What follows belongs to an exercise in optimizing a design on an open flow for small area, a short achievable clock period and few clock cycles per item; a production flow would make more cautious choices.
Where RTL was checked, it was by simulation tests only, not by an equivalence proof against the original.
No activity file was given, so power comes from the tool's default toggle rates. The flow treats the clock pin as an ideal source, which a real chip does not have.

==> module delayed_event_flag_table_unit, before the edit <==
module delayed_event_flag_table_unit (
    input  logic                              i_clk,
    input  logic                              i_rst_n,
    input  logic                              i_cfg_we,
    input  logic [defet_pkg::CFG_IDX_W-1:0]   i_cfg_idx,
    input  logic [defet_pkg::CFG_DATA_W-1:0]  i_cfg_data,
    input  logic                              i_in_valid,
    output logic                              o_in_stall,
    input  logic [1:0]                        i_func,
    input  logic [defet_pkg::ID_W-1:0]        i_event_id,
    input  logic [defet_pkg::TIME_W-1:0]      i_now_time,
    output logic                              o_out_valid,
    input  logic                              i_out_stall,
    output logic                              o_delivered,
    output logic                              o_in_range
);
    localparam int QD  = 8;        
    localparam int CAP = QD + 1;   
    defet_pkg::t_cfg cfg;
    defet_cfg_regs u_cfg (
        .i_clk      (i_clk),
        .i_rst_n    (i_rst_n),
        .i_cfg_we   (i_cfg_we),
        .i_cfg_idx  (i_cfg_idx),
        .i_cfg_data (i_cfg_data),
        .o_cfg      (cfg)
    );
    logic       r_stall;
    logic [3:0] r_owed;
    logic       r_ov;
    logic       acc;
    logic       take;
    logic [3:0] n_owed;
    assign acc    = i_in_valid && !r_stall;
    assign take   = r_ov && !i_out_stall;
    assign n_owed = r_owed + 4'(acc) - 4'(take);
    always_ff @(posedge i_clk) begin
        if (!i_rst_n) begin
            r_owed  <= '0;
            r_stall <= 1'b0;
        end else begin
            r_owed  <= n_owed;
            r_stall <= (n_owed >= 4'(CAP));
        end
    end
    logic              in_range;
    logic              s0_v;
    logic [1:0]        s0_func;
    logic [7:0]        s0_id;
    logic              s0_inr;
    logic [TIME_W-1:0] s0_x;
    logic [TIME_W-1:0] r_stamp;
    assign in_range = (i_event_id[15:8] == 8'd0);
    always_ff @(posedge i_clk) begin
        s0_v    <= i_rst_n && acc;
        s0_func <= i_func;
        s0_id   <= i_event_id[7:0];
        s0_inr  <= in_range;
        s0_x    <= i_now_time ^ ~r_stamp;
    end
    always_ff @(posedge i_clk) begin
        if (i_rst_n && acc && in_range && i_func == FUNC_DSET) begin
            r_stamp <= i_now_time;
        end
    end
    logic [TIME_W-1:0] el;
    logic              s1_v;
    logic [1:0]        s1_func;
    logic [7:0]        s1_id;
    logic [15:0]       s1_lo;
    logic              s1_inr;
    logic              s1_bs;
    logic              s1_bn;
    logic [TIME_W-1:0] s1_el;
    defet_sub_time u_el (
        .i_x    (s0_x),
        .i_b    (r_stamp),
        .o_diff (el)
    );
    always_ff @(posedge i_clk) begin
        s1_v    <= i_rst_n && s0_v;
        s1_func <= s0_func;
        s1_id   <= s0_id;
        for (int l = 0; l < 16; l++) begin
            s1_lo[l] <= (s0_id[3:0] == 4'(l));
        end
        s1_inr  <= s0_inr;
        s1_bs   <= ({1'b0, s0_id} < cfg.short_start);
        s1_bn   <= ({1'b0, s0_id} < cfg.nodly_start);
        s1_el   <= el;
    end
    logic       ok;
    logic       tb_p;
    logic       tb_h;
    logic       s2_v;
    logic       s2_hit;
    logic       s2_clr;
    logic [1:0] s2_func;
    logic [7:0] s2_id;
    logic       s2_inr;
    logic       s2_bn;
    logic       s2_ok;
    logic       s2_tbp;
    logic       s2_tbh;
    logic       s2_fwd;
    logic       s2_fwp;
    logic       s2_fwh;
    logic       cur_p;
    logic       cur_h;
    logic       ready;
    logic       wr_p;
    logic       wr_h;
    logic       gt_long;
    logic       gt_short;
    defet_gt_time u_gt_long (
        .i_a  (s1_el),
        .i_b  (cfg.long_delay),
        .o_gt (gt_long)
    );
    defet_gt_time u_gt_short (
        .i_a  (s1_el),
        .i_b  (cfg.short_delay),
        .o_gt (gt_short)
    );
    always_comb begin
        if (s1_bs)      ok = gt_long;
        else if (s1_bn) ok = gt_short;
        else            ok = 1'b1;
    end
    assign cur_p = s2_fwd ? s2_fwp : s2_tbp;
    assign cur_h = s2_fwd ? s2_fwh : s2_tbh;
    assign ready = cur_p && (!cur_h || s2_ok);
    always_comb begin
        wr_p = cur_p;
        wr_h = cur_h;
        case (s2_func)
            FUNC_SET:   wr_p = 1'b1;
            FUNC_CLEAR: wr_p = 1'b0;
            FUNC_DSET: begin
                wr_p = 1'b1;
                wr_h = cur_h || s2_bn;
            end
            default: begin
                if (ready) begin
                    wr_p = 1'b0;
                    wr_h = 1'b0;
                end
            end
        endcase
        if (s2_clr) begin
            wr_p = 1'b0;
            wr_h = 1'b0;
        end
    end
    defet_flag_table u_table (
        .i_clk        (i_clk),
        .i_rd_hi      (s1_id[7:4]),
        .i_rd_lo      (s1_lo),
        .o_rd_pending (tb_p),
        .o_rd_holdoff (tb_h),
        .i_wr_idx     (s2_id),
        .i_wr_en      (s2_hit),
        .i_wr_all     (s2_clr),
        .i_wr_pending (wr_p),
        .i_wr_holdoff (wr_h)
    );
    always_ff @(posedge i_clk) begin
        s2_v    <= i_rst_n && s1_v;
        s2_hit  <= i_rst_n && s1_v && s1_inr;
        s2_clr  <= !i_rst_n;
        s2_func <= s1_func;
        s2_id   <= s1_id;
        s2_inr  <= s1_inr;
        s2_bn   <= s1_bn;
        s2_ok   <= ok;
        s2_tbp  <= tb_p;
        s2_tbh  <= tb_h;
        s2_fwd  <= s2_clr || (s2_hit && s1_id == s2_id);
        s2_fwp  <= wr_p;
        s2_fwh  <= wr_h;
    end
    logic [1:0] q_mem [QD];
    logic [3:0] q_wr;
    logic [3:0] q_rd;
    logic       q_empty;
    logic       r_del;
    logic       r_inr;
    assign q_empty = (q_wr == q_rd);
    always_ff @(posedge i_clk) begin
        if (s2_v) begin
            q_mem[q_wr[2:0]] <= {s2_hit && s2_func == FUNC_GET && ready, s2_inr};
        end
    end
    always_ff @(posedge i_clk) begin
        if (!i_rst_n) begin
            {r_del, r_inr} <= '0;
        end else if (!r_ov || !i_out_stall) begin
            {r_del, r_inr} <= q_mem[q_rd[2:0]];
        end
    end
    always_ff @(posedge i_clk) begin
        if (!i_rst_n) begin
            q_wr <= '0;
            q_rd <= '0;
            r_ov <= 1'b0;
        end else begin
            if (s2_v) begin
                q_wr <= q_wr + 4'd1;
            end
            if (!r_ov || !i_out_stall) begin
                r_ov <= !q_empty;
                if (!q_empty) begin
                    q_rd <= q_rd + 4'd1;
                end
            end
        end
    end
    assign o_in_stall  = r_stall;
    assign o_out_valid = r_ov;
    assign o_delivered = r_del;
    assign o_in_range  = r_inr;
endmodule
clock: 7.0 ns
lec_check: 0
cap_margin: 20
core_margin: 2
core_utilization: 55
cts_cluster_diameter: 100
cts_cluster_size: 30
setup_slack_margin: 4.5
slew_margin: 20
standard.sh (not shown) runs the stock make flow with config.mk's settings and CLKGATE_MAP_FILE= SYNTH_SCRIPT=/design/flow/synth_recipe.tcl, a recipe that flattens the netlist after the stock synthesis.
==> flow/flow/run.sh <==
#!/bin/bash
# The standard layout (the standard.sh: ORFS from the standard synthesis to
# the final layout), with two changes:
#  - the port buffers are sky130_fd_sc_hd__buf_2 cells instead of the delay
#    buffers that buffer_ports picks by default;
#  - clock tree synthesis adds no dummy loads (CTS_ARGS replaces ORFS's
#    argument list, so it repeats the clustering settings of config.mk).
# ORFS's own logs stay under orfs/logs; make's output goes to flow.log.
set -euo pipefail
export BUFFER_PORTS_ARGS="-buffer_cell sky130_fd_sc_hd__buf_2"
export CTS_ARGS="-sink_clustering_enable -repair_clock_nets -dont_use_dummy_load -sink_clustering_size 30 -sink_clustering_max_diameter 100"
bash standard.sh > flow.log 2>&1
Testbench counts at the start, summed over its fixed seeds: cycles 25,683, items 24,000.
Then changed:
--- a/flow/design.v
+++ b/flow/design.v
@@ -158,13 +158,13 @@
     input  logic [defet_pkg::TIME_W-1:0]      i_now_time,
     output logic                              o_out_valid,
     input  logic                              i_out_stall,
     output logic                              o_delivered,
     output logic                              o_in_range
 );
-    localparam int QD  = 8;        
+    localparam int QD  = 4;        
     localparam int CAP = QD + 1;   
     defet_pkg::t_cfg cfg;
     defet_cfg_regs u_cfg (
         .i_clk      (i_clk),
         .i_rst_n    (i_rst_n),
         .i_cfg_we   (i_cfg_we),
@@ -323,44 +323,50 @@
         s2_tbp  <= tb_p;
         s2_tbh  <= tb_h;
         s2_fwd  <= s2_clr || (s2_hit && s1_id == s2_id);
         s2_fwp  <= wr_p;
         s2_fwh  <= wr_h;
     end
+    logic [1:0] res;
     logic [1:0] q_mem [QD];
-    logic [3:0] q_wr;
-    logic [3:0] q_rd;
+    logic [2:0] q_wr;
+    logic [2:0] q_rd;
     logic       q_empty;
+    logic       out_free;
+    logic       bypass;
     logic       r_del;
     logic       r_inr;
-    assign q_empty = (q_wr == q_rd);
+    assign res      = {s2_hit && s2_func == FUNC_GET && ready, s2_inr};
+    assign q_empty  = (q_wr == q_rd);
+    assign out_free = !r_ov || !i_out_stall;
+    assign bypass   = s2_v && q_empty && out_free;
     always_ff @(posedge i_clk) begin
-        if (s2_v) begin
-            q_mem[q_wr[2:0]] <= {s2_hit && s2_func == FUNC_GET && ready, s2_inr};
+        if (s2_v && !bypass) begin
+            q_mem[q_wr[1:0]] <= res;
         end
     end
     always_ff @(posedge i_clk) begin
         if (!i_rst_n) begin
             {r_del, r_inr} <= '0;
-        end else if (!r_ov || !i_out_stall) begin
-            {r_del, r_inr} <= q_mem[q_rd[2:0]];
+        end else if (out_free) begin
+            {r_del, r_inr} <= q_empty ? res : q_mem[q_rd[1:0]];
         end
     end
     always_ff @(posedge i_clk) begin
         if (!i_rst_n) begin
             q_wr <= '0;
             q_rd <= '0;
             r_ov <= 1'b0;
         end else begin
-            if (s2_v) begin
-                q_wr <= q_wr + 4'd1;
+            if (s2_v && !bypass) begin
+                q_wr <= q_wr + 3'd1;
             end
-            if (!r_ov || !i_out_stall) begin
-                r_ov <= !q_empty;
+            if (out_free) begin
+                r_ov <= !q_empty || s2_v;
                 if (!q_empty) begin
-                    q_rd <= q_rd + 4'd1;
+                    q_rd <= q_rd + 3'd1;
                 end
             end
         end
     end
     assign o_in_stall  = r_stall;
     assign o_out_valid = r_ov;
=>
- The new run completed without violations
- utilization grows by 0.75 points
- total power shrinks by 1.2%
- clock-buffer cell count stays the same
- clock power stays flat
- combinational power shrinks by 2.9%
- global-route usage shrinks by 0.33 points
- register-to-register slack stays flat
- final cell count is about the same
- setup slack loses 0.015 ns
For the second run of this note, only the layout was checked, not whether the RTL still works.

[what the ideal ports hide]
The flow's constraints put no driver on any port. The routed layouts listed below were extracted and timed again, unchanged, in two steps.
Step 1 sets driving cells, clkbuf_16 on the clock port and buf_2 on the other inputs (assumed; they add their load-dependent delay and slew).
Step 2 times the ports against the registers' clock, not the clock port: input delays grow and output delays shrink by t, the midpoint of the rising clock arrivals with the driver on.
a / b / c = ideal / step 1 / step 2; a / b = the first two.
run	t, ns	setup slack, ns	hold slack, ns	worst setup path at the end
the first run	0.685	4.482 / 4.443 / 3.985	0.362 / 0.362 / 0.362	input to register
the second run	0.674	4.467 / 4.440 / 3.970	0.334 / 0.334 / 0.334	input to register
After both steps setup and hold are still met in every run listed.
